This design comes from an exercise in tuning for small area, a short achievable clock period and few clock cycles on the open sky130 flow, not from production work. Only simulation tests tie the RTL to the original design; equivalence was not proved. Power figures rest on the tool's default switching activity, not on a simulated workload.

[design.v]
`timescale 1ns/1ns
`default_nettype none
package doom_pkg;
  localparam int ADDR_W      = 32;
  localparam int MEM_DATA_W  = 8;
  localparam int VGA_DATA_W  = 16;
  localparam int HOST_DATA_W = 32;
  localparam int HPS_ADDR_W  = 3;
  localparam int NUM_PARAMS  = 8;
  localparam int PAL_ENTRIES = 256;
  localparam int PAL_BYTES   = 768;
  localparam int PAL_IDX_W   = 8;
  localparam int PAL_BYTE_W  = 10;   
  localparam int COLOR_W     = 24;
  localparam int COUNT_W     = 16;   
  localparam logic [7:0] PHASE_STEP  = 8'd1;
  localparam logic [7:0] PHASE_START = 8'd249;
  localparam int FIFO_AW     = 3;    
  localparam int FIFO_DEPTH  = 8;    
  localparam int PARAM_SRC   = 1;
  localparam int PARAM_COUNT = 2;
  typedef enum logic [1:0] {
    WAITING,
    PALETTE,
    UPDATE,
    RESET
  } state_t;
  typedef enum logic [31:0] {
    CMD_SET_PALETTE   = 32'd1,
    CMD_FINISH_UPDATE = 32'd2,
    CMD_RESET         = 32'd3
  } cmd_t;
endpackage
`default_nettype wire
`timescale 1ns/1ns
`default_nettype none
module palette_ram (
  input  logic                             clk,
  input  logic                             wr0,
  input  logic                             wr1,
  input  logic [doom_pkg::VGA_DATA_W-1:0]  wdata,
  input  logic [doom_pkg::PAL_IDX_W-1:0]   raddr,
  output logic [doom_pkg::VGA_DATA_W-1:0]  rdata
);
  localparam int W = doom_pkg::VGA_DATA_W;
  localparam int N = doom_pkg::PAL_ENTRIES;
  logic [N*W-1:0] ring;
  logic [N*W-1:0] perm;
  always_ff @(posedge clk) begin
    ring <= {ring[(N-1)*W-1:0], ring[N*W-1:(N-1)*W]};
    if (wr0) ring[0 +: W]       <= wdata;
    if (wr1) ring[(N/2)*W +: W] <= wdata;
  end
  for (genvar j = 0; j < N; j++) begin : g_perm
    assign perm[j*W +: W] = ring[(((N - j) % N) * W) +: W];
  end
  logic [7:0] sel_lo;
  logic [31:0] sel_hi;
  logic [32*W-1:0] grp;
  for (genvar k = 0; k < 8; k++) begin : g_sel_lo
    assign sel_lo[k] = (raddr[2:0] == k[2:0]);
  end
  for (genvar k = 0; k < 32; k++) begin : g_sel_hi
    assign sel_hi[k] = (raddr[7:3] == k[4:0]);
  end
  always_comb begin
    grp = '0;
    for (int g = 0; g < 32; g++)
      for (int k = 0; k < 8; k++)
        grp[g*W +: W] = grp[g*W +: W] | (perm[(8*g+k)*W +: W] & {W{sel_lo[k]}});
    rdata = '0;
    for (int g = 0; g < 32; g++) rdata = rdata | (grp[g*W +: W] & {W{sel_hi[g]}});
  end
endmodule
`default_nettype wire
`timescale 1ns/1ns
`default_nettype none
module palette_loader (
  input  logic                               clk,
  input  logic                               rst,
  input  logic                               start,
  input  logic                               rd_done,
  input  logic [doom_pkg::MEM_DATA_W-1:0]    rdata,
  input  logic [doom_pkg::PAL_IDX_W-1:0]     phase,    
  output logic                               wr0,
  output logic                               wr1,
  output logic [doom_pkg::VGA_DATA_W-1:0]    wdata,
  output logic                               done,
  output logic                               rd_ok     
);
  logic [1:0]                       ph;      
  logic [4:0]                       red;
  logic [5:0]                       green;
  logic                             pv;      
  logic [doom_pkg::PAL_IDX_W-1:0]   entry;   
  logic [doom_pkg::PAL_IDX_W-1:0]   phase1, tslot;
  logic                             wr, m0;
  logic [1:0]                       ph_n;
  assign tslot  = {entry[5:0], entry[7:6]};
  assign wr     = pv && (phase[6:0] == tslot[6:0]);
  assign wr0    = wr && (phase[7] == tslot[7]);
  assign wr1    = wr && (phase[7] != tslot[7]);
  assign done   = wr && (entry == '1);
  assign phase1 = phase + doom_pkg::PHASE_STEP;
  assign m0     = (phase1[6:0] == tslot[6:0]);
  assign ph_n   = rd_done ? ((ph == 2'd2) ? 2'd0 : ph + 2'd1) : ph;
  assign rd_ok  = (ph_n != 2'd2) || !pv || wr || m0;
  always_ff @(posedge clk) begin
    if (rst) begin
      pv <= 1'b0;
    end else if (start) begin
      pv <= 1'b0;
    end else begin
      pv <= (rd_done && ph == 2'd2) || (pv && !wr);
    end
  end
  always_ff @(posedge clk) begin
    if (start) begin
      ph    <= 2'd0;
      entry <= '0;
    end else begin
      ph <= ph_n;
      if (wr) entry <= entry + 1'b1;
    end
    if (rd_done && ph == 2'd0) red   <= rdata[7:3];
    if (rd_done && ph == 2'd1) green <= rdata[7:2];
    if (rd_done && ph == 2'd2) wdata <= {red, green, rdata[7:3]};
  end
endmodule
`default_nettype wire
`timescale 1ns/1ns
`default_nettype none
module frame_updater (
  input  logic                               clk,
  input  logic                               rst,
  input  logic                               start,
  input  logic                               push,
  input  logic [doom_pkg::MEM_DATA_W-1:0]    rdata,
  input  logic [doom_pkg::PAL_IDX_W-1:0]     phase,    
  input  logic [doom_pkg::COUNT_W-1:0]       count,
  output logic                               rd_ok,    
  output logic                               done,     
  output logic [doom_pkg::PAL_IDX_W-1:0]     pal_raddr,
  input  logic [doom_pkg::VGA_DATA_W-1:0]    pal_rdata,
  input  logic                               vga_waitrequest,
  output logic                               vga_write,
  output logic [doom_pkg::VGA_DATA_W-1:0]    vga_writedata,
  output logic [doom_pkg::COUNT_W-1:0]       w_idx
);
  localparam int D  = doom_pkg::FIFO_DEPTH;
  localparam int PW = doom_pkg::FIFO_AW;
  logic [doom_pkg::PAL_IDX_W-1:0] fifo [D];
  logic [PW-1:0]                  wp, rp;
  logic [PW:0]                    n, n_n;
  logic                           jv, out_free, wr_done, adv, pop;
  logic [doom_pkg::COUNT_W-1:0]   w_inc;
  assign out_free = !vga_write || !vga_waitrequest;
  assign wr_done  = vga_write && !vga_waitrequest;
  assign adv      = jv && out_free;
  assign pop      = (n != '0) && (!jv || adv);
  assign n_n      = n + (PW+1)'(push) - (PW+1)'(pop);
  assign rd_ok    = (n_n < (PW+1)'(D));
  assign w_inc    = w_idx + 1'b1;
  assign done     = wr_done && (w_inc == count);
  always_ff @(posedge clk) begin
    if (push) fifo[wp] <= rdata;
  end
  always_ff @(posedge clk) begin
    if (rst) begin
      wp        <= '0;
      rp        <= '0;
      n         <= '0;
      jv        <= 1'b0;
      vga_write <= 1'b0;
    end else begin
      if (push) wp <= wp + 1'b1;
      if (pop)  rp <= rp + 1'b1;
      n         <= n_n;
      jv        <= pop || (jv && !adv);
      vga_write <= adv || (vga_write && !wr_done);
    end
  end
  always_ff @(posedge clk) begin
    pal_raddr <= pop ? {fifo[rp][5:0], fifo[rp][7:6]} - phase : pal_raddr - doom_pkg::PHASE_STEP;
    if (adv) vga_writedata <= pal_rdata;
    if (start) w_idx <= '0;
    else if (wr_done) w_idx <= w_inc;
  end
endmodule
`default_nettype wire
`timescale 1ns/1ns
`default_nettype none
module doom_fpga (
  input  logic                                clk,
  input  logic                                main_rst,
  output logic [doom_pkg::ADDR_W-1:0]         mem_address,
  output logic                                mem_read,
  output logic                                mem_write,
  output logic [doom_pkg::MEM_DATA_W-1:0]     mem_writedata,
  input  logic [doom_pkg::MEM_DATA_W-1:0]     mem_readdata,
  input  logic                                mem_waitrequest,
  output logic [doom_pkg::ADDR_W-1:0]         vga_address,
  output logic                                vga_write,
  output logic [doom_pkg::VGA_DATA_W-1:0]     vga_writedata,
  input  logic                                vga_waitrequest,
  input  logic [doom_pkg::HPS_ADDR_W-1:0]     hps_address,
  input  logic                                hps_read,
  input  logic                                hps_write,
  input  logic [doom_pkg::HOST_DATA_W-1:0]    hps_writedata,
  output logic [doom_pkg::HOST_DATA_W-1:0]    hps_readdata,
  output logic                                hps_waitrequest
);
  logic [doom_pkg::HOST_DATA_W-1:0] params [doom_pkg::NUM_PARAMS];
  logic                             rst;       
  logic                             busy;      
  logic                             upd;       
  logic                             rd;        
  logic [doom_pkg::COUNT_W-1:0]     f_left;    
  logic [doom_pkg::ADDR_W-1:0]      addr;      
  logic [doom_pkg::PAL_IDX_W-1:0]   phase;     
  logic                             acc, go_pal, go_upd, rd_done;
  logic [doom_pkg::COUNT_W-1:0]     count, f_dec;
  logic                             more;
  logic                             pal_wr0, pal_wr1, pal_done, pal_ok;
  logic [doom_pkg::VGA_DATA_W-1:0]  pal_wdata;
  logic [doom_pkg::PAL_IDX_W-1:0]   pal_raddr;
  logic [doom_pkg::VGA_DATA_W-1:0]  pal_rdata;
  logic                             upd_done, upd_ok;
  logic [doom_pkg::COUNT_W-1:0]     w_idx;
  assign rst    = main_rst || (hps_write && hps_address == '0 && hps_writedata == doom_pkg::CMD_RESET);
  assign acc    = hps_write && !busy;
  assign go_pal = !rst && acc && hps_address == '0 && hps_writedata == doom_pkg::CMD_SET_PALETTE;
  assign go_upd = !rst && acc && hps_address == '0 && hps_writedata == doom_pkg::CMD_FINISH_UPDATE;
  assign hps_waitrequest = busy;
  assign hps_readdata    = params[hps_address];    
  always_ff @(posedge clk) begin
    if (acc) params[hps_address] <= hps_writedata;
  end
  assign count         = params[doom_pkg::PARAM_COUNT][doom_pkg::COUNT_W-1:0];
  assign rd_done       = rd && !mem_waitrequest;
  assign mem_read      = rd;
  assign mem_address   = addr;
  assign mem_write     = 1'b0;
  assign mem_writedata = '0;
  assign f_dec = f_left - 1'b1;
  assign more  = rd_done ? (f_dec != '0) : (f_left != '0);
  always_ff @(posedge clk) begin
    if (rst) begin
      busy <= 1'b0;
      rd   <= 1'b0;
    end else if (go_pal || go_upd) begin
      busy <= 1'b1;
      rd   <= go_pal || (count != '0);
    end else if (busy) begin
      if (upd ? (count == '0 || upd_done) : pal_done) begin
        busy <= 1'b0;
        rd   <= 1'b0;
      end else begin
        rd   <= more && (upd ? upd_ok : pal_ok);
      end
    end
  end
  always_ff @(posedge clk) begin
    if (go_pal || go_upd) begin
      upd    <= go_upd;
      f_left <= go_pal ? doom_pkg::COUNT_W'(doom_pkg::PAL_BYTES) : count;
      addr   <= params[doom_pkg::PARAM_SRC];
    end else if (rd_done) begin
      f_left <= f_dec;
      addr   <= addr + 1'b1;
    end
  end
  always_ff @(posedge clk) begin
    if (go_pal) phase <= doom_pkg::PHASE_START;
    else        phase <= phase + doom_pkg::PHASE_STEP;
  end
  palette_loader palette_loader_i (
    .clk      (clk),
    .rst      (rst),
    .start    (go_pal),
    .rd_done  (rd_done && !upd),
    .rdata    (mem_readdata),
    .phase    (phase),
    .wr0      (pal_wr0),
    .wr1      (pal_wr1),
    .wdata    (pal_wdata),
    .done     (pal_done),
    .rd_ok    (pal_ok)
  );
  frame_updater frame_updater_i (
    .clk             (clk),
    .rst             (rst),
    .start           (go_upd),
    .push            (rd_done && upd),
    .rdata           (mem_readdata),
    .phase           (phase),
    .count           (count),
    .rd_ok           (upd_ok),
    .done            (upd_done),
    .pal_raddr       (pal_raddr),
    .pal_rdata       (pal_rdata),
    .vga_waitrequest (vga_waitrequest),
    .vga_write       (vga_write),
    .vga_writedata   (vga_writedata),
    .w_idx           (w_idx)
  );
  assign vga_address = doom_pkg::ADDR_W'(w_idx);
  palette_ram palette_ram_i (
    .clk   (clk),
    .wr0   (pal_wr0),
    .wr1   (pal_wr1),
    .wdata (pal_wdata),
    .raddr (pal_raddr),
    .rdata (pal_rdata)
  );
endmodule
`default_nettype wire
[flow/run.sh]
#!/bin/bash
set -euo pipefail
export BUFFER_PORTS_ARGS="-buffer_cell sky130_fd_sc_hd__buf_1"
export CTS_ARGS="-sink_clustering_enable -repair_clock_nets -sink_clustering_size 25 -sink_clustering_max_diameter 120 -dont_use_dummy_load"
bash standard.sh > flow_make.log 2>&1
[standard.sh]
#!/bin/bash
# synth_recipe.tcl (not shown) runs the flow's synth.tcl, then flattens the netlist and writes it again
# the make line also repeats each setting of config.mk as NAME=value (left out here)
make -C /OpenROAD-flow-scripts/flow DESIGN_CONFIG=/design/flow/config.mk WORK_HOME=/design/flow/orfs CLKGATE_MAP_FILE= SYNTH_SCRIPT=/design/flow/synth_recipe.tcl "${@:-finish}"
[config.mk]
export PLATFORM = sky130hd
export DESIGN_NAME = doom_fpga
export DESIGN_NICKNAME = doom_fpga
export VERILOG_FILES = /design/flow/design.v
export SDC_FILE = /design/flow/constraint.sdc
export NUM_CORES = 4
export LEC_CHECK = 0
export CAP_MARGIN = 20
export CORE_MARGIN = 2
export CORE_UTILIZATION = 55
export CTS_CLUSTER_DIAMETER = 120
export CTS_CLUSTER_SIZE = 25
export SETUP_SLACK_MARGIN = 3.65
export SLEW_MARGIN = 20
export SYNTH_MEMORY_MAX_BITS = 8192
[constraint.sdc]
create_clock -name core_clock -period 8.0 [get_ports {clk}]
set_input_delay 1.6000 -clock core_clock [delete_from_list [all_inputs] [get_ports {clk}]]
set_output_delay 1.6000 -clock core_clock [all_outputs]
set_load 0.01 [all_outputs]
==> flow_summary.json, run 1 <==
{
  "slew_headroom": 0.207,
  "synth_flop_cell": "dfxtp_1",
  "num-fill-cells": 17800,
  "die_area_um2": 235000,
  "final_core_util": 0.593,
  "min-delay-start": "palette_ram_i.ring[1719]",
  "final_layout_size_suffix_gt1_frac": 0.0995,
  "worstPathMaxFanout": 12,
  "antenna_found_initial": 39,
  "fmax_ghz": 0.228,
  "power_frac_comb": 0.158,
  "yosysTopAreaCell": "dfxtp_1",
  "syn_to_final_growth_pct": 7.33,
  "drc": 0,
  "synthArstFlopShare": 0,
  "cts_root_buffer": "clkbuf_16",
  "via_per_inst": 6.32,
  "hold_class": "flip-flop to flip-flop",
  "drtIter0Drc": 7963,
  "rr_endpoint": "frame_updater_i.vga_writedata[4]",
  "die-height_um": 484,
  "die_x_um": 484,
  "fin_total_pwr_mw": 40.9,
  "fin_crit_ns": 4.38,
  "cts_buffer_depth": 3,
  "power.clock.fraction": 0.271,
  "setup_slack_ns": 3.62,
  "portBuffers": 146,
  "ys_seq_elements": 4568,
  "hpwlAfterDp_um": 187000,
  "ir_drop_v": 0.000365,
  "status": "no timing/DRC/antenna violations",
  "layout.area.seq_um2": 95600,
  "cts-htree-levels": 4,
  "routabilityCongestion": 0.809,
  "pwr_density_cell_nw_per_um2": 300,
  "worst_skew_pair.late_latency_ns": 0.87,
  "hold_end": "palette_ram_i.ring[1735]",
  "cell_internal_pwr_mw": 28.7,
  "seq_area_frac_synth": 0.753,
  "yosys_warnings": 4,
  "slowest_stage": "a22oi_1",
  "start_util": 0.552,
  "grt_pass1_vias": 75200,
  "synth_top_area_frac": 0.656,
  "finalHoldViolCount": 0,
  "p_leak_nw": 46.6,
  "grt_max_degree": 144,
  "ctsHoldBuffers": 0,
  "worstMarginPinSlew_ns": 1.19,
  "hold_ws_ns": 0.306,
  "crit_path_max_incr_delay_ns": 0.19,
  "grt_pass1_wl_um": 502000,
  "swShare": 0.299,
  "period_share": 0.548,
  "cp-start-kind": "input pin",
  "slew_viol_final": 0,
  "setup_viol": 0,
  "ant_nets": 0,
  "dp_slack_ns": 2.43,
  "p_sw_mw": 12.2,
  "cts_buffers": 200,
  "grt_overflow_total": 0,
  "mostFrequentLayoutCells": "dfxtp_1 (4154), a22oi_1 (1307), edfxtp_1 (412)",
  "synth_area_leaders": "dfxtp_1 (66%), edfxtp_1 (9.8%), a22oi_1 (7.8%)",
  "cp_top_family": "buffers and inverters",
  "rsz0062_at_grt": "yes",
  "tns_ns": 0,
  "drv_cap": 0,
  "r2r_cells": 8,
  "dpl-instance-area_um2": 130000,
  "post_drt_wl_per_cell_um": 29.0,
  "core-area_um2": 230000,
  "cp-end-kind": "output port",
  "drtPass1Iterations": 6,
  "fin_nets": 8895,
  "final_common_cell": "dfxtp_1",
  "path_clk_slew_ns": 0.10,
  "critPathBufInv": 4,
  "crit_path_cell_trace": "buf_8 -> nor3b_4 -> buf_6 -> clkbuf_16 -> a22oi_1 -> nand4_1 -> buf_1",
  "worstPathArrival_ns": 2.78,
  "syn_avg_cell_area_um2": 14.3,
  "rows": 176,
  "share_seq_of_total_power": 0.570,
  "synth-edff-count": 412,
  "cts.sinks": 4568,
  "synth_cell_type_count": 72,
  "stdcell_count": 11900,
  "cts_tree": "done",
  "multi_input_area_um2": 29300,
  "worstHoldPathCells": 0,
  "r2r_start": "frame_updater_i.pal_raddr[2]",
  "final_cell_area_um2": 136000,
  "fin_skew_ns": 0.0516,
  "ioPinCount": 173,
  "grtUsageTotal": 0.284,
  "wl_um": 344000,
  "syn_area_um2": 127000,
  "critPathRequiredTime_ns": 6.40,
  "vias": 75000,
  "dp_cells": 11600,
  "netlist_instances": 8881,
  "r2r_setup_slack_ns": 3.67,
  "path_class": "input pin to output port"
}
-- kinds of logic (layout without fill, tap and decap cells) --
group | count (synthesis) | after routing | synth area share
and+or+nand+nor | 627 | 633 | 0.0267
AOI/OAI and AO/OA | 2530 | 2530 | 0.153
other | 1 | 38 | 0.0000296
adders and majority gates | 27 | 27 | 0.00278
buffers and inverters | 616 | 522 | 0.0199
muxes | 395 | 395 | 0.0364
xor gates and xnor gates | 117 | 117 | 0.00808
DFF | 4568 | 4568 | 0.753
-- repair_timing --
action / 4_1_cts / 5_1_grt
pin swaps: 6 / 7
setup endpoints to repair: 43 / 40
buffers inserted: 12 / 5
endpoints found under the hold margin: 0 / 0
gates resized for setup: 47 / 54
gates cloned: 9 / 6
-- sequential cells by signal (all words and copies together) (netlist names), 2 cells and up, named ones only --
name / count
palette_ram_i.ring: 4096
params: 256
frame_updater_i.fifo: 64
addr: 32
f_left: 16
frame_updater_i.vga_writedata: 16
frame_updater_i.w_idx: 16
palette_loader_i.wdata: 16
frame_updater_i.pal_raddr: 8
palette_loader_i.entry: 8
phase: 8
palette_loader_i.green: 6
palette_loader_i.red: 5
frame_updater_i.n: 4
frame_updater_i.rp: 3
frame_updater_i.wp: 3
palette_loader_i.ph: 2
-- cells in the mapped netlist (30+ instances only) --
master       n
nand4_1     83
a222oi_1   213
a221oi_1   186
buf_1       83
nor3_1      32
a21oi_1     87
edfxtp_1   412
mux2_2     372
nor2_1     109
buf_2       99
xor2_1      50
nand3_1     38
a22oi_1   1320
xnor2_1     67
a22o_1     188
nand2_1    103
nor4_1     147
a41oi_1     95
o21ai_0     30
dfxtp_1   4156
clkbuf_1   383
a31oi_1    382
-- layout make-up --
| class | instances | area share |
|---|---|---|
| Multi-Input combinational cell | 3727 | 0.215 |
| Timing Repair Buffer | 296 | 0.0175 |
| Tap cell | 3026 | 0.0278 |
| Antenna cell | 13 | 0.000239 |
| Inverter | 26 | 0.000717 |
| Clock buffer | 200 | 0.0368 |
| Sequential cell | 4568 | 0.702 |
-- layer usage --
metal / track usage / vias up / share of wire
li1: - / 33400 / -
met1: 0.411 / 38300 / 0.45
met2: 0.443 / 2826 / 0.45
met3: 0.0435 / 463 / 0.073
met4: 0.0779 / 2 / 0.026
met5: 0 / - / 0.000038
-- power by group through the flow --
stage                     Sequential, mW  Combinational, mW  Clock, mW
after floorplan                     23.7               3.24          0
after CTS                           23.3               6.40       11.3
after global placement              23.9               6.35          0
after global routing                23.4               6.61       12.1
after detailed placement            23.9               6.35          0
final                               23.3               6.47       11.1
-- worst max-delay path by stage --
stage | startpoint | endpoint | slack (ns) | cells after the start
floorplan | hps_address[2] | hps_readdata[11] | 3.63 | 5
finish | hps_address[2] | hps_readdata[26] | 3.62 | 7
detailed placement | hps_address[0] | hps_readdata[0] | 2.43 | 6
CTS | frame_updater_i.pal_raddr[2] | frame_updater_i.vga_writedata[6] | 3.61 | 8
global route | hps_address[2] | hps_readdata[26] | 3.59 | 7
global placement | hps_address[2] | hps_readdata[1] | 2.48 | 6
Testbench counts, summed over its fixed seeds: cycles 1,344,832.
==> run 2: changes to the inputs <==
==> flow/run.sh (replaced) <==
#!/bin/bash
set -euo pipefail
export BUFFER_PORTS_ARGS="-buffer_cell sky130_fd_sc_hd__buf_1"
export CTS_ARGS="-sink_clustering_enable -repair_clock_nets -sink_clustering_size 25 -sink_clustering_max_diameter 120 -dont_use_dummy_load"
export PRE_IO_PLACEMENT_TCL="$(pwd)/flow/io.tcl"
bash standard.sh > flow_make.log 2>&1
==> flow/io.tcl (new file) <==
set_io_pin_constraint -group -order -region top:* -pin_names {hps_writedata[0] hps_readdata[0] hps_writedata[1] hps_readdata[1] hps_writedata[2] hps_readdata[2] hps_writedata[3] hps_readdata[3] hps_writedata[4] hps_readdata[4] hps_writedata[5] hps_readdata[5] hps_writedata[6] hps_readdata[6] hps_writedata[7] hps_readdata[7] hps_writedata[8] hps_readdata[8] hps_writedata[9] hps_readdata[9] hps_writedata[10] hps_readdata[10] hps_writedata[11] hps_readdata[11] hps_writedata[12] hps_readdata[12] hps_writedata[13] hps_readdata[13] hps_writedata[14] hps_readdata[14] hps_writedata[15] hps_readdata[15] hps_address[0] hps_address[1] hps_address[2] hps_write hps_read hps_writedata[16] hps_readdata[16] hps_writedata[17] hps_readdata[17] hps_writedata[18] hps_readdata[18] hps_writedata[19] hps_readdata[19] hps_writedata[20] hps_readdata[20] hps_writedata[21] hps_readdata[21] hps_writedata[22] hps_readdata[22] hps_writedata[23] hps_readdata[23] hps_writedata[24] hps_readdata[24] hps_writedata[25] hps_readdata[25] hps_writedata[26] hps_readdata[26] hps_writedata[27] hps_readdata[27] hps_writedata[28] hps_readdata[28] hps_writedata[29] hps_readdata[29] hps_writedata[30] hps_readdata[30] hps_writedata[31] hps_readdata[31]}
==> flow_summary.json, run 2 <==
{
  "synth-edff-count": 412,
  "fin_total_pwr_mw": 41.0,
  "yosys-top-cells-count": "dfxtp_1 (4156), a22oi_1 (1320), edfxtp_1 (412)",
  "synth_area_leaders": "dfxtp_1 (66%), edfxtp_1 (9.8%), a22oi_1 (7.8%)",
  "slew_headroom": 0.150,
  "portBuffers": 146,
  "worstPathArrival_ns": 2.85,
  "routabilityCongestion": 0.817,
  "drc": 0,
  "ioPinCount": 173,
  "worstMarginPinSlew_ns": 1.27,
  "cts_root_buffer": "clkbuf_16",
  "synth_flop_cell": "dfxtp_1",
  "largest_register_ffs": 4096,
  "multi_input_area_um2": 29300,
  "grt_pass1_vias": 75700,
  "vias": 75700,
  "drtIter0Drc": 8656,
  "rows": 176,
  "wl_um": 365000,
  "tns_ns": 0,
  "fin_crit_ns": 4.45,
  "hpwlAfterDp_um": 206000,
  "antenna_found_initial": 34,
  "hold_class": "flip-flop to flip-flop",
  "fmax_ghz": 0.225,
  "die-height_um": 484,
  "final_layout_size_suffix_gt1_frac": 0.101,
  "final_common_cell": "dfxtp_1",
  "die_x_um": 484,
  "finalHoldViolCount": 0,
  "setup_viol": 0,
  "mostFrequentLayoutCells": "dfxtp_1 (4155), a22oi_1 (1299), edfxtp_1 (412)",
  "netlist_instances": 8881,
  "cp-end-kind": "output port",
  "path_class": "input pin to output port",
  "layout.area.seq_um2": 95600,
  "synth_top_area_frac": 0.656,
  "worst_skew_pair.late_latency_ns": 0.88,
  "core-area_um2": 230000,
  "period_share": 0.556,
  "yosys_warnings": 4,
  "grtUsageTotal": 0.300,
  "ctsHoldBuffers": 0,
  "grt_max_degree": 134,
  "path_clk_slew_ns": 0.10,
  "cp-start-kind": "input pin",
  "reg.largest.list": "palette_ram_i.ring: 4096 flops, params: 256 flops, frame_updater_i.fifo: 64 flops",
  "ant_nets": 0,
  "yosysTopAreaCell": "dfxtp_1",
  "cts_tree": "done",
  "syn_area_um2": 127000,
  "cts.sinks": 4568,
  "p_leak_nw": 46.8,
  "critPathRequiredTime_ns": 6.40,
  "start_util": 0.552,
  "grt_pass1_wl_um": 524000,
  "status": "no timing/DRC/antenna violations",
  "rsz0062_at_grt": "yes",
  "cts_buffer_depth": 3,
  "die_area_um2": 235000,
  "ys_seq_elements": 4568,
  "syn_avg_cell_area_um2": 14.3,
  "synth_cell_type_count": 72,
  "post_drt_wl_per_cell_um": 30.8,
  "syn_to_final_growth_pct": 7.45,
  "yosysMostFrequentCell": "dfxtp_1",
  "ir_drop_v": 0.000323,
  "num-fill-cells": 17900,
  "seq_area_frac_synth": 0.753,
  "cts-htree-levels": 4,
  "largest-register": "palette_ram_i.ring",
  "via_per_inst": 6.38,
  "slew_viol_final": 0,
  "grt_overflow_total": 0,
  "cts_buffers": 200,
  "pwr_density_cell_nw_per_um2": 301,
  "synthArstFlopShare": 0,
  "drtPass1Iterations": 9,
  "fin_nets": 8899,
  "fin_skew_ns": 0.0491,
  "drv_cap": 0,
  "worstPathMaxFanout": 8
}
==> run 2: cell counts after synthesis <==
Identical to the previous run, type by type.
==> run 2: power by group <==
group	switching (mW)	total, mW	internal, mW
clock	6.67	11.1	4.47
sequential	0.193	23.3	23.2
combinational	5.48	6.56	1.07
total	12.3	41.0	28.7
==> run 2: cell type report <==
type	count	area share
flip-flops and latches	4568	0.701
multi-input cells	3724	0.215
clock buffers	200	0.0367
well taps	3026	0.0278
repair buffers	303	0.0180
inverters	26	0.000716
diodes	21	0.000386
==> run 2: what timing repair did <==
action	CTS	global route
hold endpoints to repair	0	0
resized for setup	52	57
pin swaps	14	28
cloned	5	10
buffers inserted	11	13
setup endpoints to repair	124	46
==> run 2: critical path, stage by stage <==
cell and delay (ns):
buf_16 0.11, and3b_2 0.30, clkbuf_16 0.21, a22oi_2 0.17, nand4_1 0.22, buf_2 0.22
==> run 2: per-layer routing <==
metal | global-route usage | wire length (um) | vias up
li1 | - | - | 33400
met1 | 0.417 | 158000 | 38900
met2 | 0.474 | 166000 | 2833
met3 | 0.0377 | 23400 | 551
met4 | 0.129 | 16900 | 0
met5 | 0 | 0 | -
==> run 2: path summary, 6_finish.rpt <==
check	slack (ns)	startpoint	depth (start not counted)	endpoint
setup / recovery	3.55	hps_address[2]	6	hps_readdata[21]
hold / removal	0.32	palette_ram_i.ring[2408]	0	palette_ram_i.ring[2424]
setup reg to reg	3.79	frame_updater_i.pal_raddr[2]	9	frame_updater_i.vga_writedata[7]
hold reg to reg	0.32	palette_ram_i.ring[2408]	0	palette_ram_i.ring[2424]
==> run 2: kinds of logic (layout without fill, tap and decap cells) <==
family          Yosys count  after routing  synth area share
other cells               1             46         0.0000296
compound gates         2530           2530             0.153
xor+xnor                117            117           0.00808
fa+ha+maj                27             27           0.00278
flops                  4568           4568             0.753
buf+inv                 616            529            0.0199
simple gates            627            630            0.0267
mux                     395            395            0.0364
==> run 2: through the flow <==
| stage | instance area (um2) | util | setup WS (ns) | hold slack (ns) | cells |
|---|---|---|---|---|---|
| CTS | 136000 | 0.591 | 3.58 | 0.315 | 11800 |
| global route | 136000 | 0.593 | 3.57 | 0.327 | 11900 |
| detailed placement | 130000 | 0.568 | 2.33 | 0.331 | 11600 |
| finish | 136000 | 0.594 | 3.55 | 0.319 | 11900 |
| floorplan | 127000 | - | 3.63 | 0.326 | 8905 |
| global placement | 130000 | 0.568 | 2.36 | 0.326 | 11600 |
==> run 3: changes to the inputs <==
--- a/config.mk
+++ b/config.mk
@@ -10,6 +10,6 @@
 export CORE_UTILIZATION = 55
 export CTS_CLUSTER_DIAMETER = 120
 export CTS_CLUSTER_SIZE = 25
-export SETUP_SLACK_MARGIN = 3.65
+export SETUP_SLACK_MARGIN = 3.75
 export SLEW_MARGIN = 20
 export SYNTH_MEMORY_MAX_BITS = 8192
==> flow_summary.json, run 3 <==
{
  "critPathBufInv": 6,
  "fin_skew_ns": 0.0805,
  "critPathRequiredTime_ns": 6.40,
  "cts_buffer_depth": 3,
  "largest_register_ffs": 4096,
  "num-fill-cells": 17700,
  "synth_cell_type_count": 72,
  "ir_drop_v": 0.000377,
  "rsz0062_at_grt": "yes",
  "cts-htree-levels": 4,
  "die_area_um2": 235000,
  "start_util": 0.552,
  "worstMarginPinSlew_ns": 1.16,
  "antenna_found_initial": 27,
  "synth_top_area_frac": 0.656,
  "r2r_setup_slack_ns": 3.81,
  "r2r_start": "frame_updater_i.pal_raddr[1]",
  "syn_avg_cell_area_um2": 14.3,
  "tns_ns": 0,
  "seq_area_frac_synth": 0.753,
  "drtPass1Iterations": 8,
  "cts_root_buffer": "clkbuf_16",
  "slew_viol_final": 0,
  "portBuffers": 146,
  "path_class": "input pin to output port",
  "cts_buffers": 200,
  "syn_to_final_growth_pct": 7.69,
  "drc": 0,
  "worst_skew_pair.late_latency_ns": 0.88,
  "core-area_um2": 230000,
  "final_layout_size_suffix_gt1_frac": 0.106,
  "min-delay-start": "palette_ram_i.ring[340]",
  "ctsHoldBuffers": 0,
  "finalHoldViolCount": 0,
  "final_common_cell": "dfxtp_1",
  "grtUsageTotal": 0.301,
  "drv_cap": 0,
  "via_per_inst": 6.36,
  "rr_endpoint": "frame_updater_i.vga_writedata[0]",
  "synthArstFlopShare": 0,
  "cp-start-kind": "input pin",
  "drtIter0Drc": 7673,
  "yosysMostFrequentCell": "dfxtp_1",
  "netlist_instances": 8881,
  "cts_tree": "done",
  "yosys-top-cells-count": "dfxtp_1 (4156), a22oi_1 (1320), edfxtp_1 (412)",
  "hold_end": "palette_ram_i.ring[356]",
  "worstHoldPathCells": 0,
  "die_x_um": 484,
  "crit_path_cell_trace": "buf_16 -> buf_4 -> nor3_4 -> buf_6 -> buf_6 -> buf_16 -> a22oi_2 -> nand4_1 -> buf_2",
  "worstPathArrival_ns": 2.91,
  "grt_pass1_vias": 76000,
  "synth-edff-count": 412,
  "syn_area_um2": 127000,
  "vias": 75600,
  "r2r_cells": 11,
  "pwr_density_cell_nw_per_um2": 300,
  "fmax_ghz": 0.222,
  "routabilityCongestion": 0.826,
  "hpwlAfterDp_um": 206000,
  "cts.sinks": 4568,
  "cp-end-kind": "output port",
  "setup_viol": 0,
  "path_clk_slew_ns": 0.10,
  "fin_nets": 8920,
  "worstPathMaxFanout": 8,
  "post_drt_wl_per_cell_um": 30.7,
  "hold_class": "flip-flop to flip-flop",
  "final_core_util": 0.595,
  "synth_flop_cell": "dfxtp_1",
  "ys_seq_elements": 4568,
  "reg.largest.list": "palette_ram_i.ring: 4096 flops, params: 256 flops, frame_updater_i.fifo: 64 flops",
  "yosys_warnings": 4,
  "ioPinCount": 173,
  "largest-register": "palette_ram_i.ring",
  "setup_slack_ns": 3.49,
  "rows": 176,
  "dp_slack_ns": 2.29,
  "period_share": 0.564,
  "yosysTopAreaCell": "dfxtp_1",
  "wl_um": 365000,
  "grt_overflow_total": 0,
  "cp_top_family": "buffers and inverters",
  "status": "no timing/DRC/antenna violations",
  "synth_area_leaders": "dfxtp_1 (66%), edfxtp_1 (9.8%), a22oi_1 (7.8%)",
  "ant_nets": 0,
  "die-height_um": 484,
  "slowest_stage": "nor3_4",
  "grt_pass1_wl_um": 525000,
  "slew_headroom": 0.224,
  "p_leak_nw": 46.8,
  "grt_max_degree": 133,
  "mostFrequentLayoutCells": "dfxtp_1 (4154), a22oi_1 (1283), edfxtp_1 (412)",
  "crit_path_max_incr_delay_ns": 0.22,
  "fin_crit_ns": 4.51
}
run 3: cell types whose count changed in the layout (fill, tap and decap cells not counted), moves of 2 or more:
cell and change:
buf_4 +13, clkbuf_16 -7, buf_12 +2, nand2_4 -3, nand2_2 +3, buf_6 +2
buf_16 +7, a22oi_2 +16, diode_2 -4, and2_2 +2, a22oi_1 -16, buf_1 -3
buf_2 +3
run 3: cell type report:
cell class	instances	area [um2]	share of cell area
sequential	4568	95600	0.700
multi-input combinational	3727	29400	0.215
clock buffer	200	5000	0.0366
tap	3026	3790	0.0277
timing repair buffer	321	2680	0.0196
inverter	26	97.6	0.000714
antenna	17	42.5	0.000311
run 3: worst max path at each step:
stage / start / endpoint / slack (ns) / cells past startpoint
after detailed placement: hps_writedata[18] / addr[29] / 2.29 / 7
final: hps_address[2] / hps_readdata[8] / 3.49 / 9
after floorplan: hps_address[0] / hps_readdata[14] / 3.73 / 5
after global placement: hps_writedata[18] / addr[30] / 2.34 / 7
after global routing: hps_address[2] / hps_readdata[8] / 3.48 / 9
after CTS: hps_address[0] / hps_readdata[6] / 3.55 / 7
run 3: what timing repair did:
action,CTS,global route
buffers inserted,24,7
gates cloned,14,4
endpoints found under the setup margin,130,38
pin swaps,44,15
gates resized for setup,116,22
run 3: cells by family after synthesis:
kind of cell	synth area share
buffers and inverters	0.0199
multiplexers	0.0364
XOR/XNOR	0.00808
AND/OR/NAND/NOR	0.0267
other	0.0000296
AO/OA/AOI/OAI	0.153
adder cells (fa/ha/maj)	0.00278
flip-flops	0.753
run 3: routing by layer:
metal  global-route usage  vias to the layer above  wire [um]
met3               0.0389                      595      20900
met5                    0                        -         70
met1                0.413                    39000     159000
met4                0.133                       10      17100
met2                0.480                     2632     168000
li1                     -                    33400          -
run 3: through the flow:
stage	std cells	instance area [um2]	hold slack, ns	power, mW
4_1_cts	11900	136000	0.313	41.1
3_5_place_dp	11600	130000	0.332	30.3
3_3_place_gp	11600	130000	0.327	30.3
5_1_grt	11900	137000	0.318	42.1
2_1_floorplan	8905	127000	0.326	27.0
6_report	11900	137000	0.314	41.1
run 3: worst reg2reg max path, stage by stage, from the launching register on:
cell and delay, ns:
dfxtp_1 0.47, inv_1 0.18, ha_4 0.30, buf_6 0.31, and2_4 0.40, buf_12 0.30
buf_4 0.45, a222oi_1 0.41, a31oi_1 0.14, nor4_1 0.45, nand4_1 0.21, or2_2 0.35
run 3: report_power, final:
part	leakage (nW)	switching (mW)	internal, mW	total [mW]
clock	2.46	6.67	4.47	11.1
sequential	37.2	0.200	23.2	23.4
combinational	7.18	5.46	1.10	6.56
total	46.8	12.3	28.7	41.1

-- re-timing with driven ports --
The results above use ideal ports. As a check the final layouts listed here were re-extracted and re-timed, cells and wires unchanged. Step 1 sets driving cells, clkbuf_16 on the clock port and buf_2 on the other inputs (assumed; they add their load-dependent delay and slew). Step 2, shift: input delay + t, output delay - t, t = (earliest + latest rising clock arrival at the registers) / 2. This alone moves slack from input paths to output paths. Three values: no drivers, after step 1, after step 2; two values: the first two.
| run | shift t [ns] | slack for setup (ns) | worst data-port slew with drivers (ns) |
|---|---|---|---|
| run 1 | 0.938 | 3.616 / 3.564 / 2.843 | 0.19 |
| run 2 | 0.949 | 3.552 / 3.456 / 3.032 | 0.33 |
| run 3 | 0.935 | 3.491 / 3.408 / 2.918 | 0.36 |
After both steps every run listed still meets setup and hold. For run 1, which loses most, drivers alone change the setup slack by -0.052 ns; drivers and shift together by -0.773 ns.
